Context: an optimization exercise on an open-source flow, tuned for small area. The choices shown serve that exercise and are no tape-out recipe. Only simulation tests tie the RTL to the original design; equivalence was not proved. Power and IR drop assume default switching activity.

==> flow/design.v <==
`default_nettype none
package rs_pkg;
    localparam int SLOT_W = $clog2(4);   
    typedef logic [32-1:0] data_t;        
    typedef struct packed {
        logic              spare;   
        logic              bank;    
        logic [SLOT_W-1:0] slot;    
    } row_fields_t;
    typedef union packed {
        logic [4-1:0] raw;
        row_fields_t          f;
    } row_tag_u;
    localparam logic BANK_ADD = 1'b0;
    localparam logic BANK_MUL = 1'b1;
endpackage
`default_nettype wire
`timescale 1ns/1ps
`default_nettype none
module reservation_station (
    input  wire         clk,
    input  wire         reset,
    input  wire         dispatch,
    input  wire         dispatch_is_mul,
    input  wire  [31:0] src1_value,
    input  wire  [31:0] src2_value,
    input  wire  [3:0]  src1_tag,
    input  wire  [3:0]  src2_tag,
    input  wire         src1_ready,
    input  wire         src2_ready,
    input  wire         add_bc_valid,
    input  wire  [3:0]  add_bc_tag,
    input  wire  [31:0] add_bc_value,
    input  wire         mul_bc_valid,
    input  wire  [3:0]  mul_bc_tag,
    input  wire  [31:0] mul_bc_value,
    input  wire         free_valid,
    input  wire  [3:0]  free_tag,
    output logic [3:0]  available,
    output logic        add_full,
    output logic        mul_full,
    output logic [31:0] rs1_val,
    output logic [31:0] rs2_val,
    output logic [3:0]  row,
    output logic        calculate
);
    localparam int ROWS = 8;
    logic [ROWS-1:0]        b;
    logic [ROWS-1:0]        v1;
    logic [ROWS-1:0]        v2;
    logic [ROWS-1:0][31:0]  d1;    
    logic [ROWS-1:0][31:0]  d2;
    assign d1 = ~d1n;
    assign d2 = ~d2n;
    logic [ROWS-1:0][31:0]  d1n;
    logic [ROWS-1:0][31:0]  d2n;
    logic [ROWS-1:0]        g;     
    logic [ROWS-1:0] used;
    logic [3:0]      add_free, mul_free;    
    logic [ROWS-1:0] al;                    
    logic [ROWS-1:0] fr;                    
    logic [ROWS-1:0] req, gnt;
    logic            av, mv;                
    assign used = b | v1;
    assign add_full = &used[3:0];
    assign mul_full = &used[7:4];
    assign add_free = ~used[3:0] & (used[3:0] + 4'd1);
    assign mul_free = ~used[7:4] & (used[7:4] + 4'd1);
    always_comb begin
        available[3] = 1'b0;
        available[2] = dispatch_is_mul;
        if (dispatch_is_mul) begin
            available[1:0] = !used[4] ? 2'd0 : !used[5] ? 2'd1 : !used[6] ? 2'd2 : 2'd3;
        end else begin
            available[1:0] = !used[0] ? 2'd0 : !used[1] ? 2'd1 : !used[2] ? 2'd2 : 2'd3;
        end
    end
    assign al = {mul_free & {4{dispatch && dispatch_is_mul}},
                 add_free & {4{dispatch && !dispatch_is_mul}}};
    always_comb begin
        for (int i = 0; i < ROWS; i++) begin
            fr[i] = free_valid && (free_tag[2:0] == 3'(i));
        end
    end
    assign av = add_bc_valid && !add_bc_tag[3];
    assign mv = mul_bc_valid && !mul_bc_tag[3];
    logic s1a, s1m, s2a, s2m;
    assign s1a = add_bc_valid && (add_bc_tag == src1_tag);
    assign s1m = mul_bc_valid && (mul_bc_tag == src1_tag);
    assign s2a = add_bc_valid && (add_bc_tag == src2_tag);
    assign s2m = mul_bc_valid && (mul_bc_tag == src2_tag);
    logic [31:0] w1, w2;    
    assign w1 = {src1_value[31:3], src1_ready ? src1_value[2:0] : src1_tag[2:0]};
    assign w2 = {src2_value[31:3], src2_ready ? src2_value[2:0] : src2_tag[2:0]};
    logic [ROWS-1:0] ah1, mh1, ah2, mh2;
    logic [ROWS-1:0] ss1, sa1, sm1, ss2, sa2, sm2;
    always_comb begin
        for (int i = 0; i < ROWS; i++) begin
            ah1[i] = b[i] && !v1[i] && av && (d1[i][2:0] == add_bc_tag[2:0]);
            mh1[i] = b[i] && !v1[i] && mv && (d1[i][2:0] == mul_bc_tag[2:0]);
            ah2[i] = b[i] && !v2[i] && av && (d2[i][2:0] == add_bc_tag[2:0]);
            mh2[i] = b[i] && !v2[i] && mv && (d2[i][2:0] == mul_bc_tag[2:0]);
            ss1[i] = al[i] && (src1_ready || !(s1a || s1m));
            sa1[i] = (al[i] && !src1_ready && s1a) || ah1[i];
            sm1[i] = (al[i] && !src1_ready && !s1a && s1m) || (mh1[i] && !ah1[i]);
            ss2[i] = al[i] && (src2_ready || !(s2a || s2m));
            sa2[i] = (al[i] && !src2_ready && s2a) || ah2[i];
            sm2[i] = (al[i] && !src2_ready && !s2a && s2m) || (mh2[i] && !ah2[i]);
        end
    end
    assign req = b & v1 & v2;
    assign gnt = req & ~(req - 8'd1);
    always_ff @(posedge clk) begin
        if (reset) begin
            b  <= '0;
            v1 <= '0;
            v2 <= '0;
            g  <= '0;
        end else begin
            g <= gnt;
            for (int i = 0; i < ROWS; i++) begin
                if (fr[i]) begin
                    b[i]  <= 1'b0;
                    v1[i] <= 1'b0;
                    v2[i] <= 1'b0;
                end else if (al[i]) begin
                    b[i]  <= 1'b1;
                    v1[i] <= src1_ready || s1a || s1m;
                    v2[i] <= src2_ready || s2a || s2m;
                end else begin
                    if (gnt[i]) b[i] <= 1'b0;
                    if (ah1[i] || mh1[i]) v1[i] <= 1'b1;
                    if (ah2[i] || mh2[i]) v2[i] <= 1'b1;
                end
            end
        end
    end
    always_ff @(posedge clk) begin
        for (int i = 0; i < ROWS; i++) begin
            d1n[i] <= ~(({32{ss1[i]}} & w1) | ({32{sa1[i]}} & add_bc_value)
                        | ({32{sm1[i]}} & mul_bc_value))
                      & ({32{ss1[i] || sa1[i] || sm1[i]}} | d1n[i]);
            d2n[i] <= ~(({32{ss2[i]}} & w2) | ({32{sa2[i]}} & add_bc_value)
                        | ({32{sm2[i]}} & mul_bc_value))
                      & ({32{ss2[i] || sa2[i] || sm2[i]}} | d2n[i]);
        end
    end
    always_comb begin
        rs1_val = '0;
        rs2_val = '0;
        for (int i = 0; i < ROWS; i++) begin
            rs1_val = rs1_val | ({32{g[i]}} & d1[i]);
            rs2_val = rs2_val | ({32{g[i]}} & d2[i]);
        end
    end
    assign calculate = |g;
    assign row = {1'b0, |g[7:4], g[2] | g[3] | g[6] | g[7], g[1] | g[3] | g[5] | g[7]};
endmodule
`default_nettype wire
==> flow/flow/run.sh <==
#!/bin/bash
# Standard layout, with the smallest buffer on the ports.
set -euo pipefail
export BUFFER_PORTS_ARGS="-buffer_cell sky130_fd_sc_hd__buf_1"
bash standard.sh > make_flow.log 2>&1
==> flow/standard.sh <==
#!/bin/bash
# synth_recipe.tcl (not shown) runs the flow's synth.tcl, then flattens the netlist and writes it again
# the make line also repeats each setting of config.mk as NAME=value (left out here)
make -C /OpenROAD-flow-scripts/flow DESIGN_CONFIG=/design/flow/config.mk WORK_HOME=/design/flow/orfs CLKGATE_MAP_FILE= SYNTH_SCRIPT=/design/flow/synth_recipe.tcl "${@:-finish}"
==> flow/config.mk <==
export PLATFORM = sky130hd
export DESIGN_NAME = reservation_station
export DESIGN_NICKNAME = reservation_station
export VERILOG_FILES = /design/flow/design.v
export SDC_FILE = /design/flow/constraint.sdc
export NUM_CORES = 4
export LEC_CHECK = 0
export CAP_MARGIN = 20
export CORE_MARGIN = 2
export CORE_UTILIZATION = 40
export CTS_BUF_LIST = sky130_fd_sc_hd__clkbuf_4
export SLEW_MARGIN = 20
==> flow/constraint.sdc <==
create_clock -name core_clock -period 4.0 [get_ports {clk}]
set_input_delay 0.8000 -clock core_clock [delete_from_list [all_inputs] [get_ports {clk}]]
set_output_delay 0.8000 -clock core_clock [all_outputs]
set_load 0.01 [all_outputs]
==> impl_metrics.toml, run 1 <==
[place]
hpwl_mm = 82.1
port_buffers = 228
globalplace.congestion = 0.952

[power_and_ir_drop]
power.leakage_uw = 0.0113
ir_worst_vdd_mv = 0.206
p_total_uw = 16700
powerDensity_nw_per_um2 = 525

[logic_synthesis]
ys.warnings.count = 1
synth-edff-count = 0
syn_area_sq_um = 27700
synth-seq-cells = 544
synthCells = 2864
synth-seq-area-share = 0.393
ys_dominant_reg_cell = "dfxtp_1"
async_flop_share = 0
ys_types = 68
avgSynthCellArea_sq_um = 9.68

[critical_path]
crit_path_max_incr_delay_ns = 0.68
cp_slowest_cell = "or4_1"
cp_max_fo = 54
criticalPathCategory = "reg2out"
critPathCaptureType = "output port"
crit_arrival_ns = 3.16
cp_cell_sequence = "inv_2 > buf_12 > o22ai_1 > or4_1 > buf_1"
crit_buf_inv = 3
path_delay_family = "buffers and inverters"
critPathLaunchType = "flop"
crit_required_ns = 3.20

[cells_and_area]
num-fill-cells = 6505
layout-drive-gt1-share = 0.177
mostFrequentLayoutCells = "dfxtp_1 (544), a221oi_1 (451), o2bb2ai_1 (447)"
area.growth.synth_to_final_pct = 14.8
final_nets = 3057
seq_area_sq_um = 10900
multi_input_area_sq_um = 15200
mostFrequentLayoutCell = "dfxtp_1"

[global_routing]
grt_pass1_vias = 30100
grt_start_max_net_pins = 67
grt_usage = 0.373
antenna_found_initial = 11
grt_pass1_wl_mm = 199
overflow = 0

[sta]
period_needed_ns = 3.96
finalSetupViolCount = 0
hold_viol_final = 0
worst_slew_pin_slew_ns = 1.30
slew_headroom = 0.128
period_share = 0.991
max_freq_mhz = 252
finalSetupTns_ns = 0
rsz0062_at_grt = "false"
finClkSkew_ns = 0.0690
drv_slew = 0

[drt]
postRouteAntennaNets = 0
routed_wl_mm = 138
avgViaCountPerCell = 7.65
drtPass1Iterations = 9
vias = 30200
drc = 0
wl_per_cell_um = 34.9
drt_iter0_drc = 4847

[clock_tree]
hold_buffers = 0
clk-insertion-delay-late_ns = 1.04
htree_levels = 4
cts_buffers = 146
cts-root-buf = "clkbuf_4"
clock-sinks = 544
clk_path_buf_depth = 3
path_clk_slew_ns = 0.07
cts_tree = "built"

[job]
cap_violations = 0

[floorplan]
start_util = 0.404
die_width_um = 267
std_cell_rows = 96
die_h_um = 267
dieArea_sq_um = 71500
core-area_sq_um = 68600
pin_count = 232

[outcome]
status = "finished clean"

[hold_path]
min_path_type = "in2reg"
## Yosys cell counts, types with 19 or more instances
cell type	instances	share of area
a21oi_1	21	0.0038
a221oi_1	451	0.14
buf_1	136	0.018
inv_1	74	0.010
nor4bb_1	32	0.012
nand2b_1	19	0.0043
o32ai_1	34	0.011
or4_1	67	0.018
buf_2	86	0.016
dfxtp_1	544	0.39
nand4_1	40	0.0090
nand3_1	27	0.0049
o22ai_1	259	0.058
o2bb2ai_1	447	0.14
nor2_1	19	0.0026
clkbuf_1	257	0.035
a221oi_2	60	0.032
xor2_1	103	0.033
a32o_1	32	0.012
## power by group
part	internal, uW	switching, uW	leakage, uW
sequential	7100	1140	0.00453
clock	2760	2470	0.00113
combinational	1510	1710	0.00563
## state kept, by name, indices dropped and copies added (netlist names)
name / count
d1n: 256
v1: 8
g: 8
b: 8
v2: 8
d2n: 256
## cell families (layout without fill, tap and decap cells)
kind of cell	Yosys count	after routing	synth area share
compound gates	1381	1381	0.425
simple gates	257	257	0.0629
buf+inv	562	698	0.0810
mux	8	8	0.00320
flops	544	544	0.393
xor+xnor	111	111	0.0351
other cells	1	14	0.000135
## metal layers
metal	global-route usage	vias to the layer above	routed length (um)
met1	0.475	14800	52100
met4	0.241	8	8720
met3	0.127	622	19100
met2	0.536	2748	57800
li1	-	12000	-
met5	0.00554	-	96
## worst paths after layout
| path | start | to | slack (ns) | cells past startpoint |
|---|---|---|---|---|
| worst min-delay path | src2_value[22] | d2n[22]$_DFF_P_ | 0.20 | 2 |
| worst min register to register | d1n[6]$_DFF_P_ | d1n[6]$_DFF_P_ | 0.47 | 2 |
| worst max-delay path | g[4]$_SDFF_PP0_ | rs1_val[31] | 0.04 | 5 |
| worst max register to register | v1[0]$_SDFFE_PP0P_ | d1n[94]$_DFF_P_ | 0.76 | 5 |
## cell type report
type,count,area share
inverters,75,0.00904
diodes,12,0.000944
multi-input cells,1759,0.476
well taps,931,0.0366
repair buffers,374,0.0757
flip-flops and latches,544,0.342
clock inverters,35,0.00877
clock buffers,214,0.0505
## through the flow
stage / cells / setup slack (ns) / utilization / cell area, sq um / hold WS (ns)
final: 3944 / 0.0377 / 0.464 / 31800 / 0.202
after global routing: 3937 / 0.0141 / 0.464 / 31800 / 0.188
after CTS: 3930 / 0.0353 / 0.463 / 31800 / 0.137
after detailed placement: 3681 / 0.261 / 0.435 / 29900 / 0.458
after global placement: 3676 / 0.263 / 0.434 / 29800 / 0.453
after floorplan: 2865 / 1.36 / - / 27700 / 0.440
## what timing repair did
item | CTS | global route
setup endpoints to repair | 1 | 0
setup buffers | 0 | 0
gates resized for setup | 1 | 0
==> run 2: changes to the inputs <==
==> flow/flow/run.sh (replaced) <==
#!/bin/bash
# Standard layout, with the smallest buffer on the ports and no CTS dummy loads.
set -euo pipefail
export BUFFER_PORTS_ARGS="-buffer_cell sky130_fd_sc_hd__buf_1"
export CTS_ARGS="-sink_clustering_enable -repair_clock_nets -dont_use_dummy_load"
bash standard.sh > make_flow.log 2>&1
--- a/flow/config.mk
+++ b/flow/config.mk
@@ -8,5 +8,4 @@
 export CAP_MARGIN = 20
 export CORE_MARGIN = 2
 export CORE_UTILIZATION = 40
-export CTS_BUF_LIST = sky130_fd_sc_hd__clkbuf_4
 export SLEW_MARGIN = 20
==> run 2 against run 1 <==
Still clean on timing, DRC and antenna. Synthesized cell count stayed put. Critical endpoint is now rs1_val[9]. Global-route usage fell by 0.54 points. Clock skew is 0.010 ns higher. Largest cell class unchanged. Final cell count down 4.9%. Sequential cell count is the same.
==> impl_metrics.toml, run 2 <==
[outcome]
status = "finished clean"

[cells_and_area]
final_nets = 2970
reg_top3 = "d1n: 256 flops, d2n: 256 flops"
area.growth.synth_to_final_pct = 13.2
mostFrequentLayoutCell = "dfxtp_1"
layout-drive-gt1-share = 0.128
mostFrequentLayoutCells = "dfxtp_1 (544), a221oi_1 (451), o2bb2ai_1 (447)"
design_area_sq_um = 31400
post-route-util = 0.458

[critical_path]
r2r_end = "d1n[92]$_DFF_P_"
crit_arrival_ns = 2.81
cp_max_fo = 25
crit_required_ns = 3.20
r2r-start = "v1[0]$_SDFFE_PP0P_"
critPathLaunchType = "flop"
critPathCaptureType = "output port"
r2r_slack_ns = 0.75
criticalPathCategory = "reg2out"
reg2reg_depth = 5

[logic_synthesis]
synth.area.top_cells = "dfxtp_1 (39%), a221oi_1 (14%), o2bb2ai_1 (14%)"
synthCells = 2864
yosysTopAreaCell = "dfxtp_1"
avgSynthCellArea_sq_um = 9.68
synth_top_area_frac = 0.393
synth-seq-area-share = 0.393
ys.warnings.count = 1
synth-seq-cells = 544
syn_area_sq_um = 27700
synth_top_cells_by_count = "dfxtp_1 (544), a221oi_1 (451), o2bb2ai_1 (447), o22ai_1 (259), clkbuf_1 (257)"
ys_dominant_reg_cell = "dfxtp_1"
async_flop_share = 0
synth.most_common_cell = "dfxtp_1"
ys_types = 68
synth-edff-count = 0

[clock_tree]
clk-insertion-delay-late_ns = 0.66
cts_buffers = 58
hold_buffers = 0
htree_levels = 2
cts_tree = "built"
cts-root-buf = "clkbuf_16"
cts_setup_buffers = 0
clk_path_buf_depth = 3
clock-sinks = 544
path_clk_slew_ns = 0.06
post_cts_resize_count = 0

[power_and_ir_drop]
power_frac_clock = 0.291
power.leakage_uw = 0.0109
pwr-share-comb = 0.199
p_int_uw = 11100
p_total_uw = 16200
sw_frac_of_total = 0.312
ir_worst_vdd_mv = 0.342
powerDensity_nw_per_um2 = 515
p_seq_frac = 0.509
p_sw_uw = 5050

[drt]
avgViaCountPerCell = 7.86
route.layer.met1.wl_mm = 51.5
wl_met3_mm = 19.3
top_layer = "met5"
drtPass1Iterations = 7
vias = 29500
drc = 0
wl_per_cell_um = 36.5
route.met2.wl_mm = 57.5
routed_wl_mm = 137
drt_iter0_drc = 4937
postRouteAntennaNets = 0

[sta]
rsz0062_at_grt = "false"
max_freq_mhz = 277
finalSetupViolCount = 0
period_needed_ns = 3.61
holdWs_ns = 0.466
slew_headroom = 0.191
finalSetupTns_ns = 0
worst_slew_pin_slew_ns = 1.21
hold_viol_final = 0
drv_slew = 0
period_share = 0.902
finClkSkew_ns = 0.0793

[place]
place_area_sq_um = 29900
port_buffers = 228
globalplace.congestion = 0.952
hpwl_mm = 82.1

[global_routing]
grt_usage = 0.368
grt_start_max_net_pins = 67
grt_pass1_vias = 29100
grt_pass1_wl_mm = 197
antenna_found_initial = 12
overflow = 0

[hold_path]
min_from = "d1n[6]$_DFF_P_"
whs_path_depth = 2
holdPathEnd = "d1n[6]$_DFF_P_"
min_path_type = "reg2reg"

[floorplan]
start_util = 0.404
std_cell_rows = 96
die_h_um = 267
core-area_sq_um = 68600
pin_count = 232
dieArea_sq_um = 71500
die_width_um = 267

[job]
cap_violations = 0
## run 2: cell counts after synthesis
Identical to the previous run, type by type.
## run 2: power by group through the flow
| stage | Sequential [uW] | Combinational [uW] | Clock [uW] |
|---|---|---|---|
| 5_1_grt | 8390 | 3520 | 4890 |
| 3_3_place_gp | 8190 | 2930 | 0 |
| 3_5_place_dp | 8290 | 3130 | 0 |
| 2_1_floorplan | 7930 | 2450 | 0 |
| 4_1_cts | 8190 | 3150 | 4690 |
| 6_report | 8250 | 3220 | 4720 |
## run 2: critical path, stage by stage (launching register included)
cell and delay [ns]:
dfxtp_1 0.30, inv_2 0.63, buf_4 0.38, o22ai_1 0.10
or4_1 0.61, buf_1 0.16
## run 2: kinds of logic after synthesis
| logic type | Yosys count | synth area share |
|---|---|---|
| simple gates | 257 | 0.0629 |
| compound gates | 1381 | 0.425 |
| xor+xnor | 111 | 0.0351 |
| other cells | 1 | 0.000135 |
| flops | 544 | 0.393 |
| buf+inv | 562 | 0.0810 |
| mux | 8 | 0.00320 |
## run 2: worst max-delay path by stage
stage                    startpoint          endpoint  slack (ns)  cells past startpoint
global route        g[5]$_SDFF_PP0_       rs1_val[19]        0.42                      5
CTS                 g[5]$_SDFF_PP0_        rs1_val[9]        0.46                      5
detailed placement    mul_bc_tag[2]   d2n[32]$_DFF_P_        0.26                      9
floorplan           dispatch_is_mul   d2n[33]$_DFF_P_        1.36                      8
finish              g[5]$_SDFF_PP0_        rs1_val[9]        0.39                      5
global placement        src2_tag[0]  d2n[197]$_DFF_P_        0.26                      8
## run 2: metal layers
metal,track usage,up-vias
met5,0,-
met2,0.537,2662
li1,-,11700
met3,0.114,586
met1,0.477,14500
met4,0.214,12
## run 2: through the flow
stage / std cells / setup WS [ns]
finish: 3749 / 0.391
global route: 3745 / 0.423
CTS: 3739 / 0.457
detailed placement: 3681 / 0.261
global placement: 3676 / 0.263
floorplan: 2865 / 1.36
## run 2: final cells by class
class,count,area [sq um]
multi-input cells,1759,15200
clock buffers,58,1450
fillers,6445,37200
well taps,931,1160
repair buffers,375,2440
diodes,7,17.5
inverters,75,285
flip-flops and latches,544,10900
==> run 3: changes to the inputs <==
==> flow/run.sh (new file) <==
#!/bin/bash
# synth_recipe.tcl (not shown) runs the flow's synth.tcl, then flattens the netlist and writes it again
# the make line also repeats each setting of config.mk as NAME=value (left out here)
make -C /OpenROAD-flow-scripts/flow DESIGN_CONFIG=/design/flow/config.mk WORK_HOME=/design/flow/orfs CLKGATE_MAP_FILE= SYNTH_SCRIPT=/design/flow/synth_recipe.tcl finish
removed: flow/flow/run.sh
removed: flow/standard.sh
==> run 3 against run 2 <==
Critical path type unchanged. Clock-buffer cell count is 37 higher. Synthesized cell count is the same. Die area did not move. Sequential cell count unchanged. Register-to-register slack improved by 0.29 ns. Non-clock buffer count grew 12. Routed wire length rose by 0.84%. Cell area is 6.8% higher. Critical path depth stayed put. Area after synthesis unchanged. Still clean. Total power increased by 6.1%. Sequential share of layout area fell by 2.2 points.
==> impl_metrics.toml, run 3 <==
[logic_synthesis]
yosysTopAreaCell = "dfxtp_1"
synth.area.top_cells = "dfxtp_1 (39%), a221oi_1 (14%), o2bb2ai_1 (14%)"
synthCells = 2864
syn_area_sq_um = 27700
synthSimpleGateAreaFrac = 0.0628
synth-adder-area-share = 0
synth_top_cells_by_count = "dfxtp_1 (544), a221oi_1 (451), o2bb2ai_1 (447), o22ai_1 (259), clkbuf_1 (257)"
synth_top_area_frac = 0.393
synth_compound_area_frac = 0.425
ys_types = 68
yosys-mux-area-fraction = 0.00320
avgSynthCellArea_sq_um = 9.68
ys_dominant_reg_cell = "dfxtp_1"
synth_top_family_by_area = "compound AO/OA/AOI/OAI gates"
async_flop_share = 0
ys.warnings.count = 1
synth.most_common_cell = "dfxtp_1"
synth-seq-area-share = 0.393
synth-seq-cells = 544
synth-edff-count = 0
synthXorXnorAreaFrac = 0.0351

[floorplan]
pin_count = 232
std_cell_rows = 96
core-area_sq_um = 68600
die_h_um = 267
die_width_um = 267
start_util = 0.404
dieArea_sq_um = 71500

[drt]
wl_per_cell_um = 36.3
routed_wl_mm = 138
postRouteAntennaNets = 0
avgViaCountPerCell = 7.74
drtPass1Iterations = 9
drc = 0
vias = 29500
drt_iter0_drc = 4912

[hold_path]
whs_path_depth = 2
holdPathEnd = "d1n[7]$_DFF_P_"
min_path_type = "reg2reg"
min_from = "d1n[7]$_DFF_P_"

[clock_tree]
cts_setup_buffers = 0
cts-root-buf = "clkbuf_16"
clk-insertion-delay-late_ns = 0.65
clock-sinks = 544
cts_buffers = 58
cts_tree = "built"
path_clk_slew_ns = 0.06
post_cts_resize_count = 0
clk_path_buf_depth = 3
htree_levels = 2
hold_buffers = 0

[critical_path]
r2r_end = "d2n[32]$_DFF_P_"
cp_max_fo = 26
crit_arrival_ns = 2.97
r2r_slack_ns = 1.04
criticalPathCategory = "reg2out"
cp_cell_sequence = "inv_2 > buf_12 > o22ai_1 > or4_1 > clkdlybuf4s50_1"
reg2reg_depth = 6
critPathCaptureType = "output port"
crit_path_max_incr_delay_ns = 0.67
r2r-start = "v1[0]$_SDFFE_PP0P_"
crit_required_ns = 3.20
cp_slowest_cell = "or4_1"
startpoint = "g[2]$_SDFF_PP0_"
critPathLaunchType = "flop"

[sta]
drv_slew = 0
finalSetupViolCount = 0
finClkSkew_ns = 0.0216
finalSetupTns_ns = 0
period_needed_ns = 3.77
slew_headroom = 0.216
hold_viol_final = 0
rsz0062_at_grt = "false"
worst_slew_pin_slew_ns = 1.18
period_share = 0.943
max_freq_mhz = 265

[global_routing]
overflow = 0
grt_pass1_wl_mm = 198
antenna_found_initial = 5
grt_pass1_vias = 29400
grt_start_max_net_pins = 68
grt_usage = 0.373

[power_and_ir_drop]
p_sw_uw = 5260
power.leakage_uw = 0.0118
p_int_uw = 11900
power_frac_clock = 0.326
sw_frac_of_total = 0.306
ir_worst_vdd_mv = 0.366
powerDensity_nw_per_um2 = 512
pwr-share-comb = 0.194
p_seq_frac = 0.479

[outcome]
status = "finished clean"

[place]
port_buffers = 228
globalplace.congestion = 0.970
hpwl_mm = 83.1
place_area_sq_um = 31600

[cells_and_area]
mostFrequentLayoutCells = "dfxtp_1 (544), a221oi_1 (451), o2bb2ai_1 (447)"
num-fill-cells = 6193
layout-drive-gt1-share = 0.140
reg_top3 = "d1n: 256 flops, d2n: 256 flops"
mostFrequentLayoutCell = "dfxtp_1"
final_nets = 2982
design_area_sq_um = 33600
area.growth.synth_to_final_pct = 21.0

[job]
cap_violations = 0
[run 3: cell counts after synthesis]
Identical to the previous run, type by type.
[run 3: how the worst max path moves through the flow]
stage                        to  slack [ns]  depth (start not counted)
3_5_place_dp   d1n[216]$_DFF_P_        0.17                          8
4_1_cts             rs1_val[15]        0.29                          5
6_report            rs1_val[14]        0.23                          5
5_1_grt             rs1_val[31]        0.23                          5
3_3_place_gp   d1n[159]$_DFF_P_        0.15                          7
2_1_floorplan   d2n[33]$_DFF_P_        1.36                          8
[run 3: per-layer routing]
metal,wire (um),track usage,share of wire
met1,51600,0.476,0.37
met2,59100,0.552,0.43
met3,19300,0.120,0.14
met4,8030,0.211,0.058
met5,121,0.00832,0.00088
[run 3: critical path, delay by kind of cell (launching register included)]
kind,cells,cell delay (ns)
AND/OR/NAND/NOR,1,0.67
AO/OA/AOI/OAI,1,0.12
buffers and inverters,3,1.20
flip-flops,1,0.30
[run 3: cell families (layout without fill, tap and decap cells)]
kind of cell,count (synthesis),count (layout)
xor+xnor,111,111
compound gates,1381,1381
simple gates,257,257
mux,8,8
flops,544,544
other cells,1,5
buf+inv,562,569
[run 3: power groups by stage]
stage | Clock (uW) | Combinational (uW) | Sequential, uW
floorplan | 0 | 2450 | 7930
global placement | 0 | 3060 | 8190
detailed placement | 0 | 3250 | 8290
CTS | 5580 | 3280 | 8190
global route | 5820 | 3650 | 8390
finish | 5600 | 3340 | 8230
[run 3: layout make-up]
cell class,instances,area (sq um),share of cell area
diodes,3,7.51,0.000224
clock inverters,12,148,0.00440
multi-input cells,1759,15200,0.452
clock buffers,95,1800,0.0537
inverters,75,282,0.00839
well taps,931,1160,0.0347
flip-flops and latches,544,10900,0.325
repair buffers,387,4100,0.122
[run 3: stage by stage]
stage          hold slack (ns)  cells  worst slack [ns]  total power (uW)   util
2_1_floorplan            0.440   2865              1.36             10400      -
3_3_place_gp             0.449   3693             0.154             11200  0.460
3_5_place_dp             0.459   3695             0.171             11500  0.460
4_1_cts                  0.468   3802             0.286             17000  0.489
5_1_grt                  0.491   3804             0.233             17900  0.489
6_report                 0.468   3806             0.226             17200  0.489
==> run 4: changes to the inputs <==
==> flow/flow/run.sh (new file) <==
#!/bin/bash
# Standard layout, with the smallest buffer on the ports and a lighter clock tree.
set -euo pipefail
export BUFFER_PORTS_ARGS="-buffer_cell sky130_fd_sc_hd__buf_1"
export CTS_ARGS="-sink_clustering_enable -repair_clock_nets -dont_use_dummy_load -buf_list sky130_fd_sc_hd__clkbuf_8 -sink_clustering_size 16 -sink_clustering_max_diameter 60"
bash standard.sh > make_flow.log 2>&1
==> flow/standard.sh (new file) <==
#!/bin/bash
# synth_recipe.tcl (not shown) runs the flow's synth.tcl, then flattens the netlist and writes it again
# the make line also repeats each setting of config.mk as NAME=value (left out here)
make -C /OpenROAD-flow-scripts/flow DESIGN_CONFIG=/design/flow/config.mk WORK_HOME=/design/flow/orfs CLKGATE_MAP_FILE= SYNTH_SCRIPT=/design/flow/synth_recipe.tcl "${@:-finish}"
--- a/flow/config.mk
+++ b/flow/config.mk
@@ -7,5 +7,5 @@
 export LEC_CHECK = 0
 export CAP_MARGIN = 20
 export CORE_MARGIN = 2
-export CORE_UTILIZATION = 40
+export CORE_UTILIZATION = 55
 export SLEW_MARGIN = 20
removed: flow/run.sh
==> run 4 against run 3 <==
Still clean. Routed wire length is 2.8% lower. Register-to-register slack worse by 0.35 ns. Area after synthesis stayed put. Total power is 16% lower. Worst hold slack better by 0.0019 ns. Critical path type unchanged.
==> impl_metrics.toml, run 4 <==
[logic_synthesis]
synth_top_cells_by_count = "dfxtp_1 (544), a221oi_1 (451), o2bb2ai_1 (447), o22ai_1 (259), clkbuf_1 (257)"
async_flop_share = 0
synth-seq-area-share = 0.393
synth-seq-cells = 544
avgSynthCellArea_sq_um = 9.68
ys_types = 68
synth_top_area_frac = 0.393
ys.warnings.count = 1
ys_dominant_reg_cell = "dfxtp_1"
synthCells = 2864
yosysTopAreaCell = "dfxtp_1"
synth.most_common_cell = "dfxtp_1"
synth.area.top_cells = "dfxtp_1 (39%), a221oi_1 (14%), o2bb2ai_1 (14%)"
synth-edff-count = 0
syn_area_sq_um = 27700

[hold_path]
min_path_type = "reg2reg"
whs_path_depth = 2

[critical_path]
cp_cell_sequence = "inv_2 > buf_4 > o22ai_1 > or4_1 > buf_1"
criticalPathCategory = "reg2out"
crit_arrival_ns = 2.97
crit_required_ns = 3.20
path_delay_family = "buffers and inverters"
critPathLaunchType = "flop"
crit_buf_inv = 3
crit_cells = 5
crit_path_max_incr_delay_ns = 0.70
cp_max_fo = 18
reg2reg_depth = 7
critPathCaptureType = "output port"
cp_slowest_cell = "or4_1"

[cells_and_area]
num-fill-cells = 4330
area.growth.synth_to_final_pct = 9.40
mostFrequentLayoutCells = "dfxtp_1 (544), a221oi_1 (451), o2bb2ai_1 (447)"
reg_top3 = "d1n: 256 flops, d2n: 256 flops"
mostFrequentLayoutCell = "dfxtp_1"
final_cells = 3486
layout-drive-gt1-share = 0.127
final_nets = 2965

[drt]
vias = 30100
drc = 0
routed_wl_mm = 134
drtPass1Iterations = 7
avgViaCountPerCell = 8.62
postRouteAntennaNets = 0
wl_per_cell_um = 38.5
drt_iter0_drc = 4636

[sta]
slew_headroom = 0.157
worst_slack_ns = 0.225
finalSetupTns_ns = 0
finalSetupViolCount = 0
finClkSkew_ns = 0.0990
drv_slew = 0
hold_viol_final = 0
worst_slew_pin_slew_ns = 1.26
period_needed_ns = 3.77
max_freq_mhz = 265
holdWs_ns = 0.469
period_share = 0.944
rsz0062_at_grt = "false"

[clock_tree]
htree_levels = 2
cts_tree = "built"
cts-root-buf = "clkbuf_8"
post_cts_resize_count = 0
path_clk_slew_ns = 0.09
cts_buffers = 48
hold_buffers = 0
clock-sinks = 544
cts_setup_buffers = 0
clk-insertion-delay-late_ns = 0.71
clk_path_buf_depth = 3

[power_and_ir_drop]
p_total_uw = 14400
powerDensity_nw_per_um2 = 476
ir_worst_vdd_mv = 0.304
power.leakage_uw = 0.0105

[global_routing]
grt_start_max_net_pins = 67
grt_pass1_vias = 29200
overflow = 0
grt_usage = 0.493
grt_pass1_wl_mm = 195
antenna_found_initial = 13

[floorplan]
dieArea_sq_um = 52200
die_width_um = 229
core-area_sq_um = 50000
std_cell_rows = 82
pin_count = 232
start_util = 0.555
die_h_um = 229

[outcome]
status = "finished clean"

[place]
hpwl_mm = 79.9
dp_slack_ns = 0.380
globalplace.congestion = 0.984
port_buffers = 228
dp_cells = 3429

[job]
cap_violations = 0
-- run 4: final cells by class --
type                       instances  area [sq um]  area share
antenna                            8          20.0    0.000660
clock buffer                      48           661      0.0218
inverter                          75           290     0.00957
multi-input combinational       1759         15200       0.500
sequential                       544         10900       0.359
tap                              672           841      0.0277
timing repair buffer             380          2470      0.0813
-- run 4: worst min-delay path: stages, from the launching register on --
cell and delay (ns):
dfxtp_1 0.31, inv_1 0.06, a221oi_2 0.05
-- run 4: final timing paths --
check / startpoint / endpoint / slack (ns)
setup reg to reg: b[6]$_SDFFE_PP0P_ / d1n[253]$_DFF_P_ / 0.69
setup / recovery: g[0]$_SDFF_PP0_ / rs2_val[31] / 0.23
hold / removal: d1n[5]$_DFF_P_ / d1n[5]$_DFF_P_ / 0.47
hold reg to reg: d1n[5]$_DFF_P_ / d1n[5]$_DFF_P_ / 0.47
-- run 4: kinds of logic (layout without fill, tap and decap cells) --
logic type,count (synthesis),in the layout,synth area share
other cells,1,10,0.000135
compound gates,1381,1381,0.425
simple gates,257,257,0.0629
xor+xnor,111,111,0.0351
flops,544,544,0.393
buf+inv,562,503,0.0810
mux,8,8,0.00320
-- run 4: power breakdown --
group	internal, uW	switching (uW)
registers	7090	1130
logic	1510	1720
clock network	1070	1920
total	9670	4770
-- run 4: metrics by stage --
stage	utilization	area [sq um]
global placement	0.593	29600
finish	0.607	30300
global route	0.607	30300
floorplan	-	27700
detailed placement	0.593	29600
CTS	0.606	30300
-- run 4: layer usage --
metal,global-route usage,vias up,share of wire
met5,0,-,0.00057
met4,0.311,12,0.075
met3,0.185,753,0.16
met2,0.696,2969,0.40
met1,0.631,14600,0.36
li1,-,11700,-
==> run 5: changes to the inputs <==
==> flow/flow/run.sh (replaced) <==
#!/bin/bash
# Standard layout, with the smallest buffer on the ports and a lighter clock tree.
set -euo pipefail
export BUFFER_PORTS_ARGS="-buffer_cell sky130_fd_sc_hd__buf_1"
export CTS_ARGS="-sink_clustering_enable -repair_clock_nets -dont_use_dummy_load -buf_list sky130_fd_sc_hd__clkbuf_16 -sink_clustering_size 30 -sink_clustering_max_diameter 100"
bash standard.sh > make_flow.log 2>&1
--- a/flow/config.mk
+++ b/flow/config.mk
@@ -5,7 +5,7 @@
 export SDC_FILE = /design/flow/constraint.sdc
 export NUM_CORES = 4
 export LEC_CHECK = 0
-export CAP_MARGIN = 20
+export CAP_MARGIN = 0
 export CORE_MARGIN = 2
 export CORE_UTILIZATION = 55
-export SLEW_MARGIN = 20
+export SLEW_MARGIN = 0
==> run 5 against run 4 <==
Still clean. Non-clock buffer count decreased by 1. Area after synthesis unchanged. Die area unchanged. Clock skew decreased by 0.040 ns. Clock power decreased by 5%. Sequential share of layout area increased by 0.15 points. Cell area decreased by 0.42%. Register-to-register slack got worse by 0.04 ns. Worst hold slack improved by 0.0024 ns. Total power decreased by 1.1%.
==> impl_metrics.toml, run 5 <==
[outcome]
status = "finished clean"

[clock_tree]
post_cts_resize_count = 0
cts_tree = "built"
path_clk_slew_ns = 0.11
cts_setup_buffers = 0
htree_levels = 1
clk_path_buf_depth = 3
clock-sinks = 544
cts_buffers = 23
clk-insertion-delay-late_ns = 0.63
hold_buffers = 0
cts-root-buf = "clkbuf_16"

[place]
globalplace.congestion = 0.984
hpwl_mm = 80.0
dp_slack_ns = 0.436
port_buffers = 228

[cells_and_area]
final_nets = 2939
mostFrequentLayoutCell = "dfxtp_1"
layout-drive-gt1-share = 0.118
reg_top3 = "d1n: 256 flops, d2n: 256 flops"
mostFrequentLayoutCells = "dfxtp_1 (544), a221oi_1 (451), o2bb2ai_1 (447)"
seq_area_sq_um = 10900
multi_input_area_sq_um = 15200
num-fill-cells = 4357
area.growth.synth_to_final_pct = 8.95

[logic_synthesis]
synth.most_common_cell = "dfxtp_1"
synth-seq-area-share = 0.393
synth-edff-count = 0
avgSynthCellArea_sq_um = 9.68
synth.area.top_cells = "dfxtp_1 (39%), a221oi_1 (14%), o2bb2ai_1 (14%)"
synth_compound_area_frac = 0.425
synthXorXnorAreaFrac = 0.0351
synth-seq-cells = 544
yosysTopAreaCell = "dfxtp_1"
ys_dominant_reg_cell = "dfxtp_1"
syn_area_sq_um = 27700
ys.warnings.count = 1
synth_top_area_frac = 0.393
async_flop_share = 0
ys_types = 68
synth_top_cells_by_count = "dfxtp_1 (544), a221oi_1 (451), o2bb2ai_1 (447), o22ai_1 (259), clkbuf_1 (257)"
synth_top_family_by_area = "compound AO/OA/AOI/OAI gates"
synthCells = 2864
yosys-mux-area-fraction = 0.00320
synthSimpleGateAreaFrac = 0.0628
synth-adder-area-share = 0

[sta]
worst_slack_ns = 0.311
finClkSkew_ns = 0.0593
finalSetupTns_ns = 0
holdWs_ns = 0.472
drv_slew = 0
max_freq_mhz = 271
worst_slew_pin_slew_ns = 1.39
period_share = 0.922
period_needed_ns = 3.69
rsz0062_at_grt = "false"
finalSetupViolCount = 0
hold_viol_final = 0
slew_headroom = 0.0686

[power_and_ir_drop]
power.leakage_uw = 0.0105
powerDensity_nw_per_um2 = 472
ir_worst_vdd_mv = 0.310

[drt]
drt_iter0_drc = 4987
drc = 0
vias = 29800
wl_per_cell_um = 38.6
postRouteAntennaNets = 0
routed_wl_mm = 133
avgViaCountPerCell = 8.59
drtPass1Iterations = 11

[job]
cap_violations = 0

[critical_path]
criticalPathCategory = "reg2out"
crit_arrival_ns = 2.89
cp_max_fo = 18
critPathLaunchType = "flop"
crit_required_ns = 3.20
critPathCaptureType = "output port"

[global_routing]
grt_usage = 0.489
grt_pass1_wl_mm = 194
overflow = 0
antenna_found_initial = 13
grt_start_max_net_pins = 67
grt_pass1_vias = 28700

[floorplan]
pin_count = 232
std_cell_rows = 82
die_h_um = 229
core-area_sq_um = 50000
die_width_um = 229
start_util = 0.555
dieArea_sq_um = 52200

[hold_path]
min_path_type = "reg2reg"
run 5: cell counts after synthesis:
No cell type changed its count.
run 5: layout make-up:
class / count / share of cell area
multi-input combinational: 1759 / 0.501
sequential: 544 / 0.360
timing repair buffer: 379 / 0.0808
tap: 672 / 0.0278
clock buffer: 23 / 0.0191
inverter: 75 / 0.00961
antenna: 10 / 0.000828
run 5: final timing paths:
kind / start / endpoint / slack (ns) / cells past startpoint
setup / recovery: g[0]$_SDFF_PP0_ / rs2_val[31] / 0.31 / 5
hold / removal: d1n[10]$_DFF_P_ / d1n[10]$_DFF_P_ / 0.47 / 2
setup reg to reg: v1[0]$_SDFFE_PP0P_ / d1n[61]$_DFF_P_ / 0.65 / 5
hold reg to reg: d1n[10]$_DFF_P_ / d1n[10]$_DFF_P_ / 0.47 / 2
run 5: routing by layer:
metal / part of all wire / routed length (um) / global-route usage / vias to the layer above
li1: - / - / - / 11600
met4: 0.067 / 9000 / 0.287 / 10
met1: 0.36 / 48100 / 0.633 / 14500
met2: 0.41 / 54500 / 0.696 / 2955
met5: 0.00049 / 65 / 0 / -
met3: 0.16 / 21900 / 0.181 / 669
run 5: worst max-delay path: stages (launching register included):
cell,delay (ns)
dfxtp_1,0.34
inv_2,0.46
buf_4,0.45
o22ai_1,0.14
or4_1,0.70
buf_1,0.18
run 5: kinds of logic after synthesis:
| group | Yosys count |
|---|---|
| AOI/OAI and AO/OA | 1381 |
| other | 1 |
| and+or+nand+nor | 257 |
| xor gates and xnor gates | 111 |
| DFF | 544 |
| buffers and inverters | 562 |
| muxes | 8 |
run 5: power by group:
part	leakage [uW]	switching (uW)	total [uW]	internal, uW
registers	0.00453	1140	8220	7080
clock network	0.000283	1800	2840	1040
logic	0.00565	1700	3210	1510
run 5: per-stage QoR:
| stage | cells | area (sq um) | total power, uW | utilization |
|---|---|---|---|---|
| finish | 3462 | 30200 | 14300 | 0.605 |
| CTS | 3452 | 30200 | 14100 | 0.604 |
| detailed placement | 3429 | 29600 | 11400 | 0.593 |
| global route | 3455 | 30200 | 14900 | 0.604 |
| floorplan | 2865 | 27700 | 10400 | - |
| global placement | 3429 | 29600 | 11100 | 0.593 |
==> run 6: changes to the inputs <==
--- a/flow/design.v
+++ b/flow/design.v
@@ -54,7 +54,7 @@
     assign d2 = ~d2n;
     logic [ROWS-1:0][31:0]  d1n;
     logic [ROWS-1:0][31:0]  d2n;
-    logic [ROWS-1:0]        g;     
+    logic [ROWS-1:0]        gn;    
     logic [ROWS-1:0] used;
     logic [3:0]      add_free, mul_free;    
     logic [ROWS-1:0] al;                    
@@ -115,9 +115,9 @@
             b  <= '0;
             v1 <= '0;
             v2 <= '0;
-            g  <= '0;
+            gn <= '1;
         end else begin
-            g <= gnt;
+            gn <= ~gnt;
             for (int i = 0; i < ROWS; i++) begin
                 if (fr[i]) begin
                     b[i]  <= 1'b0;
@@ -149,11 +149,11 @@
         rs1_val = '0;
         rs2_val = '0;
         for (int i = 0; i < ROWS; i++) begin
-            rs1_val = rs1_val | ({32{g[i]}} & d1[i]);
-            rs2_val = rs2_val | ({32{g[i]}} & d2[i]);
+            rs1_val = rs1_val | ~({32{gn[i]}} | d1n[i]);
+            rs2_val = rs2_val | ~({32{gn[i]}} | d2n[i]);
         end
     end
-    assign calculate = |g;
-    assign row = {1'b0, |g[7:4], g[2] | g[3] | g[6] | g[7], g[1] | g[3] | g[5] | g[7]};
+    assign calculate = ~&gn;
+    assign row = {1'b0, ~&gn[7:4], ~(gn[2] & gn[3] & gn[6] & gn[7]), ~(gn[1] & gn[3] & gn[5] & gn[7])};
 endmodule
 `default_nettype wire
==> flow/flow/run.sh (replaced) <==
#!/bin/bash
# The standard layout (standard.sh), with these changes:
#  - synthesis maps logic with an area-oriented ABC script (flow/abc_area.script)
#    in place of ORFS's abc_speed.script; everything else in synthesis is the
#    standard one, so the registers are the standard synthesis's;
#  - ports buffered with the smallest buffer (buf_1) instead of clkdlybuf4s50_1;
#  - clock tree from clkbuf_8 with larger sink clusters and no dummy loads.
# Each make step writes its own log under orfs/logs; make's output goes to make_*.log.
set -euo pipefail
rm -rf scripts_own
cp -r "$FLOW_HOME/scripts" scripts_own
cp flow/abc_area.script scripts_own/abc_speed.script
export BUFFER_PORTS_ARGS="-buffer_cell sky130_fd_sc_hd__buf_1"
export CTS_ARGS="-sink_clustering_enable -repair_clock_nets -dont_use_dummy_load -buf_list sky130_fd_sc_hd__clkbuf_8 -sink_clustering_size 16 -sink_clustering_max_diameter 60"
SCRIPTS_DIR="$PWD/scripts_own" bash standard.sh synth > make_synth.log 2>&1
bash standard.sh > make_flow.log 2>&1
==> flow/flow/abc_area.script (new file) <==
strash
&get -n
&fraig -x
&put
dc2
dch -f
map -a
strash
dch -f
map -a
--- a/flow/config.mk
+++ b/flow/config.mk
@@ -5,7 +5,7 @@
 export SDC_FILE = /design/flow/constraint.sdc
 export NUM_CORES = 4
 export LEC_CHECK = 0
-export CAP_MARGIN = 0
+export CAP_MARGIN = 20
 export CORE_MARGIN = 2
 export CORE_UTILIZATION = 55
-export SLEW_MARGIN = 0
+export SLEW_MARGIN = 20
==> run 6 against run 5 <==
Critical path depth fell by 1. Sequential cell count unchanged. Setup slack worse by 0.17 ns. Combinational power grew 17%. Global-route usage grew 12 points. Routed wire length increased by 10%. First-iteration DRC count increased by 62%. Clock skew rose by 0.057 ns. Sequential power is 6.7% higher. Synthesized cell count increased by 1.0%. Area after synthesis decreased by 11%. Worst hold slack got worse by 0.20 ns. Largest power group unchanged. Highest routed layer unchanged.
==> impl_metrics.toml, run 6 <==
[global_routing]
grt_pass1_wl_mm = 209
grt_start_max_net_pins = 64
overflow = 0
antenna_found_initial = 15
grt_pass1_vias = 31300
grt_usage = 0.606

[logic_synthesis]
async_flop_share = 0
synthSimpleGateAreaFrac = 0.104
avgSynthCellArea_sq_um = 8.49
synth-seq-area-share = 0.443
synthCells = 2893
ys_dominant_reg_cell = "dfxtp_1"
synth-adder-area-share = 0
yosysTopAreaCell = "dfxtp_1"
synthXorXnorAreaFrac = 0.0168
synth.most_common_cell = "o22ai_1"
yosys-mux-area-fraction = 0
synth_compound_area_frac = 0.393
ys_types = 31
synth_top_area_frac = 0.443
synth_top_cells_by_count = "o22ai_1 (987), dfxtp_1 (544), nor2_1 (357), clkinv_1 (273), a221oi_1 (253)"
syn_area_sq_um = 24600
ys.warnings.count = 1
synth-edff-count = 0
synth-seq-cells = 544
synth.area.top_cells = "dfxtp_1 (44%), o22ai_1 (25%), a221oi_1 (9.0%)"
synth_top_family_by_area = "compound AO/OA/AOI/OAI gates"

[drt]
postRouteAntennaNets = 0
avgViaCountPerCell = 8.49
top_layer = "met5"
drc = 0
drtPass1Iterations = 14
wl_met3_mm = 29.5
route.met2.wl_mm = 53.3
wl_per_cell_um = 36.9
routed_wl_mm = 147
drt_iter0_drc = 8096
vias = 33800
route.layer.met1.wl_mm = 47.1

[power_and_ir_drop]
ir_worst_vdd_mv = 0.477
pwr-share-comb = 0.243
power_frac_clock = 0.193
powerDensity_nw_per_um2 = 533
p_total_uw = 15500
sw_frac_of_total = 0.348
p_sw_uw = 5420
p_int_uw = 10100
p_seq_frac = 0.564
power.leakage_uw = 0.0104

[critical_path]
crit_buf_inv = 3
path_delay_family = "flip-flops"
critPathLaunchType = "flop"
crit_path_max_incr_delay_ns = 0.91
crit_top_cell = "clkinv_1"
crit_required_ns = 3.20
criticalPathCategory = "reg2out"
cp_slowest_cell = "dfxtp_2"
cp_cell_sequence = "clkinv_1 > nor4_1 > clkinv_1 > buf_1"
cp_max_fo = 16
critPathCaptureType = "output port"
crit_arrival_ns = 3.06

[cells_and_area]
design_area_sq_um = 29100
mostFrequentLayoutCells = "o22ai_1 (983), dfxtp_1 (536), nor2_1 (346)"
mostFrequentLayoutCell = "o22ai_1"
final_nets = 3531
layout-drive-gt1-share = 0.102
num-fill-cells = 3819
area.growth.synth_to_final_pct = 18.7
reg_top3 = "d1n: 256 flops, d2n: 256 flops"

[sta]
period_share = 0.965
hold_viol_final = 0
finClkSkew_ns = 0.117
rsz0062_at_grt = "false"
finalSetupViolCount = 0
period_needed_ns = 3.86
slew_headroom = 0.337
max_freq_mhz = 259
worst_slew_pin_slew_ns = 0.984
drv_slew = 0
worst_slack_ns = 0.138

[clock_tree]
cts_tree = "built"
cts-root-buf = "clkbuf_8"
cts_setup_buffers = 0
clock-sinks = 544
post_cts_resize_count = 0
cts_buffers = 47
clk_path_buf_depth = 3
path_clk_slew_ns = 0.10
htree_levels = 2
hold_buffers = 0
clk-insertion-delay-late_ns = 0.75

[floorplan]
pin_count = 232
core-area_sq_um = 44100
std_cell_rows = 77
start_util = 0.557
dieArea_sq_um = 46400
die_width_um = 215
die_h_um = 215

[place]
place_area_sq_um = 28500
hpwl_mm = 87.4
dp_slack_ns = 0.00415
port_buffers = 228
globalplace.congestion = 1.08

[outcome]
status = "finished clean"

[hold_path]
min_path_type = "in2reg"

[job]
cap_violations = 0
-- run 6: changes by cell type after synthesis, moves of 60 or more --
cell / change
o2bb2ai_1: -447
nor2_1: +338
or4_1: -67
clkbuf_1: -257
a221oi_2: -60
o22ai_1: +728
clkinv_1: +273
nand2_1: +66
inv_1: -74
buf_1: -136
a221oi_1: -198
buf_2: -86
xor2_1: -78
-- run 6: worst paths after layout --
path / startpoint / end / slack (ns) / depth (start not counted)
max: gn[3]$_SDFF_PP1_ / row[0] / 0.14 / 4
min: add_bc_value[23] / d2n[247]$_DFF_P_ / 0.27 / 2
max reg2reg: v1[0]$_SDFFE_PP0P_ / d1n[66]$_DFF_P_ / 0.68 / 15
min reg2reg: d1n[126]$_DFF_P_ / d1n[126]$_DFF_P_ / 0.47 / 2
-- run 6: layout make-up --
class	instances	area (sq um)	share of cell area
multi-input combinational	2074	13000	0.447
timing repair buffer	434	2740	0.0940
clock buffer	47	647	0.0222
antenna	16	40.0	0.00137
inverter	273	1030	0.0352
tap	592	741	0.0254
sequential	544	10900	0.374
-- run 6: kinds of logic after synthesis --
kind of cell              count (synthesis)
AOI/OAI and AO/OA                      1434
and+or+nand+nor                         591
DFF                                     544
buffers and inverters                   276
xor gates and xnor gates                 47
other                                     1
-- run 6: per-layer routing --
| metal | up-vias | GRT usage |
|---|---|---|
| li1 | 12800 | - |
| met1 | 15400 | 0.720 |
| met2 | 4070 | 0.798 |
| met3 | 1532 | 0.333 |
| met4 | 10 | 0.480 |
| met5 | - | 0.00208 |
-- run 6: through the flow --
step            util  setup TNS, ns  instances  hold WS (ns)
5_1_grt        0.660              0       3965         0.319
4_1_cts        0.660              0       3964         0.289
6_report       0.660              0       3980         0.275
3_3_place_gp   0.645              0       3917         0.448
3_5_place_dp   0.645              0       3917         0.457
2_1_floorplan      -         -47.13       2894         0.441
-- run 6: power by group through the flow --
| stage | sequential, uW | combinational, uW | clock (uW) |
|---|---|---|---|
| after global placement | 8680 | 3370 | 0 |
| after global routing | 8910 | 4050 | 3060 |
| after detailed placement | 8750 | 3570 | 0 |
| after CTS | 8660 | 3580 | 2880 |
| after floorplan | 8360 | 2570 | 0 |
| final | 8770 | 3770 | 3010 |
==> run 7: changes to the inputs <==
--- a/flow/config.mk
+++ b/flow/config.mk
@@ -7,5 +7,5 @@
 export LEC_CHECK = 0
 export CAP_MARGIN = 20
 export CORE_MARGIN = 2
-export CORE_UTILIZATION = 55
+export CORE_UTILIZATION = 42
 export SLEW_MARGIN = 20
==> run 7 against run 6 <==
Die area rose by 30%. Non-clock buffer count rose by 2. Cell area rose by 0.69%. Register-to-register slack improved by 0.15 ns. Global-route usage is 12 points lower. Largest power group unchanged.
==> impl_metrics.toml, run 7 <==
[outcome]
status = "finished clean"

[clock_tree]
post_cts_resize_count = 0
cts-root-buf = "clkbuf_8"
hold_buffers = 0
clock-sinks = 544
cts_buffers = 48
cts_setup_buffers = 0
cts_tree = "built"
clk_path_buf_depth = 3
htree_levels = 2
clk-insertion-delay-late_ns = 0.74
path_clk_slew_ns = 0.11

[critical_path]
cp_cell_sequence = "clkinv_1 > nor4_1 > nand4_1 > buf_1"
crit_arrival_ns = 2.94
critPathCaptureType = "output port"
crit_buf_inv = 2
crit_required_ns = 3.20
critPathLaunchType = "flop"
path_delay_family = "simple AND/OR/NAND/NOR gates"
cp_max_fo = 20
crit_path_max_incr_delay_ns = 0.83
criticalPathCategory = "reg2out"
cp_slowest_cell = "nor4_1"

[drt]
wl_per_cell_um = 36.7
drt_iter0_drc = 5566
avgViaCountPerCell = 7.80
drtPass1Iterations = 6
vias = 32300
postRouteAntennaNets = 0
routed_wl_mm = 152
drc = 0

[sta]
period_share = 0.936
slew_headroom = 0.254
worst_slew_pin_slew_ns = 1.11
drv_slew = 0
finalSetupViolCount = 0
period_needed_ns = 3.74
finalSetupTns_ns = 0
rsz0062_at_grt = "false"
max_freq_mhz = 267
hold_viol_final = 0
worst_slack_ns = 0.256
finClkSkew_ns = 0.163

[logic_synthesis]
yosysTopAreaCell = "dfxtp_1"
synth-seq-area-share = 0.443
async_flop_share = 0
ys_types = 31
ys_dominant_reg_cell = "dfxtp_1"
synth_top_cells_by_count = "o22ai_1 (987), dfxtp_1 (544), nor2_1 (357), clkinv_1 (273), a221oi_1 (253)"
synth.most_common_cell = "o22ai_1"
synth-seq-cells = 544
ys.warnings.count = 1
syn_area_sq_um = 24600
avgSynthCellArea_sq_um = 8.49
synth.area.top_cells = "dfxtp_1 (44%), o22ai_1 (25%), a221oi_1 (9.0%)"
synth-edff-count = 0
synth_top_area_frac = 0.443
synthCells = 2893

[cells_and_area]
final_nets = 3534
mostFrequentLayoutCell = "o22ai_1"
seq_area_sq_um = 10900
reg_top3 = "d1n: 256 flops, d2n: 256 flops"
layout-drive-gt1-share = 0.103
post-route-util = 0.508
multi_input_area_sq_um = 13100
design_area_sq_um = 29300
final_cells = 4145
area.growth.synth_to_final_pct = 19.5
num-fill-cells = 5700
mostFrequentLayoutCells = "o22ai_1 (983), dfxtp_1 (536), nor2_1 (346)"

[global_routing]
grt_pass1_wl_mm = 213
grt_usage = 0.482
antenna_found_initial = 5
grt_pass1_vias = 30400
grt_start_max_net_pins = 66
overflow = 0

[floorplan]
start_util = 0.425
core-area_sq_um = 57800
pin_count = 232
std_cell_rows = 88
die_width_um = 246
die_h_um = 246
dieArea_sq_um = 60400

[place]
globalplace.congestion = 0.984
hpwl_mm = 92.3
port_buffers = 228
dp_cells = 4092
place_area_sq_um = 28700
dp_slack_ns = -0.0141

[power_and_ir_drop]
ir_worst_vdd_mv = 0.298
power.leakage_uw = 0.0104
powerDensity_nw_per_um2 = 528

[job]
cap_violations = 0

[hold_path]
min_path_type = "in2reg"
## run 7: cell types whose count changed in the layout (fill, tap and decap cells not counted), sizes merged
cell    previous run  this run
clkbuf            47        48
diode             16         5
buf              434       436
## run 7: routing by layer
metal  share of wire  vias to the layer above  GRT usage
li1                -                    12800          -
met1            0.35                    15200      0.595
met2            0.40                     3303      0.685
met3            0.16                      967      0.193
met4           0.085                       10      0.328
met5         0.00044                        -          0
## run 7: cell families after synthesis
kind of cell	count (synthesis)	synth area share
simple gates	591	0.104
buf+inv	276	0.0426
xor+xnor	47	0.0168
flops	544	0.443
other cells	1	0.000153
compound gates	1434	0.393
## run 7: final cells by class
class,count,area share
multi-input cells,2074,0.445
flip-flops and latches,544,0.372
inverters,273,0.0350
well taps,765,0.0326
clock buffers,48,0.0225
repair buffers,436,0.0926
diodes,5,0.000426
## run 7: where the power goes
part | leakage, uW | switching, uW | internal, uW
Combinational | 0.00551 | 2050 | 1680
Clock | 0.000345 | 1970 | 1070
Sequential | 0.00455 | 1310 | 7400
## run 7: final timing paths
kind,from,end,slack [ns],depth (start not counted)
worst max-delay path,gn[7]$_SDFF_PP1_,calculate,0.26,4
worst min-delay path,add_bc_value[23],d2n[247]$_DFF_P_,0.30,2
worst max register to register,v1[0]$_SDFFE_PP0P_,v2[1]$_SDFFE_PP0P_,0.83,13
worst min register to register,d1n[86]$_DFF_P_,d1n[86]$_DFF_P_,0.47,2
## run 7: worst register-to-register path, delay by kind of cell, from the launching register on
| family | cells | cell delay, ns |
|---|---|---|
| flip-flops | 1 | 0.38 |
| buffers and inverters | 4 | 0.96 |
| AND/OR/NAND/NOR | 8 | 1.58 |
| AO/OA/AOI/OAI | 1 | 0.13 |
## run 7: metrics by stage
step	hold WS (ns)	power, uW
after floorplan	0.441	10900
after global placement	0.449	12100
after detailed placement	0.455	12300
after CTS	0.311	15200
after global routing	0.327	16100
final	0.301	15500
==> run 8: changes to the inputs <==
--- a/flow/config.mk
+++ b/flow/config.mk
@@ -8,4 +8,5 @@
 export CAP_MARGIN = 20
 export CORE_MARGIN = 2
 export CORE_UTILIZATION = 42
+export GPL_TIMING_DRIVEN = 0
 export SLEW_MARGIN = 20
==> run 8 against run 7 <==
The layout now fails its checks (negative setup slack). Critical path depth increased by 10. Routed wire length decreased by 0.65%. Cell area up 3.6%. Combinational power is 1% higher. Sequential share of layout area shrank 1.3 points. Fmax fell by 9.3%. Utilization up 1.8 points. Critical endpoint is now v1[0]$_SDFFE_PP0P_. Highest routed layer unchanged.
==> impl_metrics.toml, run 8 <==
[critical_path]
crit_path_end = "v1[0]$_SDFFE_PP0P_"
r2r_slack_ns = 0.10
r2r_end = "v1[0]$_SDFFE_PP0P_"
criticalPathCategory = "in2reg"
r2r-start = "v1[0]$_SDFFE_PP0P_"
cp_cell_sequence = "buf_4 > clkinv_2 > o22ai_1 > a21oi_1 > o211ai_1 > nor2_4 > a21oi_4 > buf_16 > clkinv_1 > nor3_1 > clkinv_2 > buf_12 > o21ai_0 > a21oi_1"
cp_slowest_cell = "clkinv_1"
startpoint = "add_bc_tag[2]"
crit_required_ns = 4.58
reg2reg_depth = 13
crit_arrival_ns = 4.71
cp_max_fo = 24
crit_path_max_incr_delay_ns = 0.58
critPathCaptureType = "flop"
critPathLaunchType = "primary input"

[outcome]
check.faults = "negative setup slack"
status = "failed layout checks"

[power_and_ir_drop]
power_frac_clock = 0.195
pwr-share-comb = 0.244
sw_frac_of_total = 0.348
powerDensity_nw_per_um2 = 510
power.leakage_uw = 0.0107
ir_worst_vdd_mv = 0.257
p_seq_frac = 0.561
p_sw_uw = 5390
p_int_uw = 10100

[drt]
routed_wl_mm = 151
drc = 0
wl_per_cell_um = 37.1
drtPass1Iterations = 10
vias = 32500
avgViaCountPerCell = 7.99
postRouteAntennaNets = 0
drt_iter0_drc = 5715

[logic_synthesis]
yosysTopAreaCell = "dfxtp_1"
synth.area.top_cells = "dfxtp_1 (44%), o22ai_1 (25%), a221oi_1 (9.0%)"
ys_types = 31
syn_area_sq_um = 24600
synth-edff-count = 0
synth-seq-cells = 544
async_flop_share = 0
synth-seq-area-share = 0.443
ys.warnings.count = 1
synthCells = 2893
synth_top_area_frac = 0.443
avgSynthCellArea_sq_um = 8.49
ys_dominant_reg_cell = "dfxtp_1"
synth_top_cells_by_count = "o22ai_1 (987), dfxtp_1 (544), nor2_1 (357), clkinv_1 (273), a221oi_1 (253)"
synth.most_common_cell = "o22ai_1"

[cells_and_area]
mostFrequentLayoutCell = "o22ai_1"
area.growth.synth_to_final_pct = 23.8
design_area_sq_um = 30400
layout-drive-gt1-share = 0.0988
num-fill-cells = 5396
reg_top3 = "d1n: 256 flops, d2n: 256 flops"
mostFrequentLayoutCells = "o22ai_1 (983), dfxtp_1 (536), nor2_1 (336)"
final_nets = 3447

[sta]
drv_slew = 0
max_freq_mhz = 242
finalSetupViolCount = 17
finClkSkew_ns = 0.101
slew_headroom = 0.200
period_share = 1.03
rsz0062_at_grt = "false"
worst_slack_ns = -0.129
period_needed_ns = 4.13
worst_slew_pin_slew_ns = 1.19
hold_viol_final = 0

[floorplan]
std_cell_rows = 88
dieArea_sq_um = 60400
die_width_um = 246
core-area_sq_um = 57800
die_h_um = 246
pin_count = 232
start_util = 0.425

[clock_tree]
path_clk_slew_ns = 0.10
clk-insertion-delay-late_ns = 0.76
cts_tree = "built"
cts-root-buf = "clkbuf_8"
hold_buffers = 0
clock-sinks = 544
clk_path_buf_depth = 3
htree_levels = 2
cts_buffers = 46

[hold_path]
min_path_type = "in2reg"
min_from = "add_bc_value[23]"

[global_routing]
grt_pass1_wl_mm = 212
antenna_found_initial = 14
grt_pass1_vias = 30600
grt_start_max_net_pins = 43
overflow = 0
grt_usage = 0.479

[place]
globalplace.congestion = 0.964
dp_slack_ns = -2.84
place_area_sq_um = 29100
port_buffers = 228
hpwl_mm = 92.5

[job]
cap_violations = 0
run 8: stage by stage:
| step | total power (uW) | TNS [ns] | instances | utilization | hold WS, ns |
|---|---|---|---|---|---|
| 2_1_floorplan | 10900 | -47.13 | 2894 | - | 0.441 |
| 5_1_grt | 16100 | 0 | 4057 | 0.525 | 0.300 |
| 3_5_place_dp | 12200 | -1168.49 | 3969 | 0.503 | 0.455 |
| 3_3_place_gp | 11900 | -3250.28 | 3887 | 0.458 | 0.451 |
| 4_1_cts | 15200 | 0 | 4039 | 0.522 | 0.295 |
| 6_report | 15500 | -0.730 | 4068 | 0.526 | 0.277 |
run 8: area by class of cell:
class / instances / area [sq um] / area share
Buffer: 3 / 22.5 / 0.000741
Sequential cell: 544 / 10900 / 0.359
Clock buffer: 46 / 633 / 0.0208
Inverter: 273 / 1120 / 0.0370
Timing Repair inverter: 1 / 5.00 / 0.000165
Antenna cell: 15 / 37.5 / 0.00124
Tap cell: 765 / 957 / 0.0315
Multi-Input combinational cell: 2080 / 13500 / 0.444
Timing Repair Buffer: 341 / 3210 / 0.106
run 8: kinds of logic after synthesis:
kind of cell              Yosys count  synth area share
DFF                               544             0.443
other                               1          0.000153
xor gates and xnor gates           47            0.0168
and+or+nand+nor                   591             0.104
buffers and inverters             276            0.0426
AOI/OAI and AO/OA                1434             0.393
run 8: how the worst min path moves through the flow:
stage / end / slack (ns) / depth (start not counted)
3_3_place_gp: d1n[126]$_DFF_P_ / 0.45 / 2
3_5_place_dp: d1n[86]$_DFF_P_ / 0.46 / 2
6_report: d2n[247]$_DFF_P_ / 0.28 / 2
5_1_grt: d2n[247]$_DFF_P_ / 0.30 / 2
2_1_floorplan: d2n[243]$_DFF_P_ / 0.44 / 2
4_1_cts: d2n[247]$_DFF_P_ / 0.30 / 2
run 8: metal layers:
layer | global-route usage | wire length [um] | vias up
li1 | - | - | 12700
met1 | 0.569 | 50900 | 15200
met2 | 0.665 | 59100 | 3494
met3 | 0.212 | 26300 | 1103
met4 | 0.381 | 14800 | 8
met5 | 0 | 43 | -
run 8: repair_timing:
| item | 4_1_cts | 5_1_grt |
|---|---|---|
| gates resized for setup | 63 | 15 |
| pin swaps | 14 | 6 |
| gates cloned | 7 | 0 |
| setup endpoints to repair | 528 | 255 |
| buffers inserted | 17 | 13 |
run 8: power groups by stage:
stage / registers [uW] / logic, uW / clock network [uW]
final: 8690 / 3790 / 3020
after global routing: 8860 / 4110 / 3140
after CTS: 8600 / 3620 / 2940
after detailed placement: 8700 / 3540 / 0
after global placement: 8660 / 3290 / 0
after floorplan: 8360 / 2570 / 0
run 8: worst max-delay path: cells and delay by family:
kind | cells | cell delay (ns)
buffers and inverters | 6 | 2.08
AND/OR/NAND/NOR | 2 | 0.68
AO/OA/AOI/OAI | 6 | 1.05

## re-timing with driven ports
The results above use ideal ports. As a check the final layouts listed here were re-extracted and re-timed, cells and wires unchanged.
Step 1 sets driving cells, clkbuf_16 on the clock port and buf_2 on the other inputs (assumed; they add their load-dependent delay and slew).
Step 2 also shifts input and output timing later by t, the mid clock arrival at the registers, as if the neighbouring blocks saw the same clock.
a / b / c = no drivers / after step 1 / after step 2; a / b = the first two.
run | t, ns | setup WS [ns] | slew at the worst register clock pin (ns)
run 1 | 1.073 | 0.038 / -0.026 / 0.071 | 0.08 / 0.08
run 2 | 0.687 | 0.391 / 0.324 / 0.145 | 0.06 / 0.06
run 3 | 0.712 | 0.226 / 0.158 / 0.069 | 0.07 / 0.07
run 4 | 0.726 | 0.225 / 0.161 / 0.179 | 0.11 / 0.11
run 5 | 0.662 | 0.311 / 0.245 / 0.197 | 0.12 / 0.12
run 6 | 0.749 | 0.138 / 0.077 / -0.278 | 0.11 / 0.11
run 7 | 0.721 | 0.256 / 0.195 / -0.174 | 0.12 / 0.12
run 8 | 0.774 | -0.129 / -0.130 / -0.869 | 0.11 / 0.11
With both steps, setup timing fails in run 6 and run 7, where it was met with ideal ports. The setup slack of run 8, which loses most, moves by -0.001 ns with the drivers and by -0.740 ns with both steps.
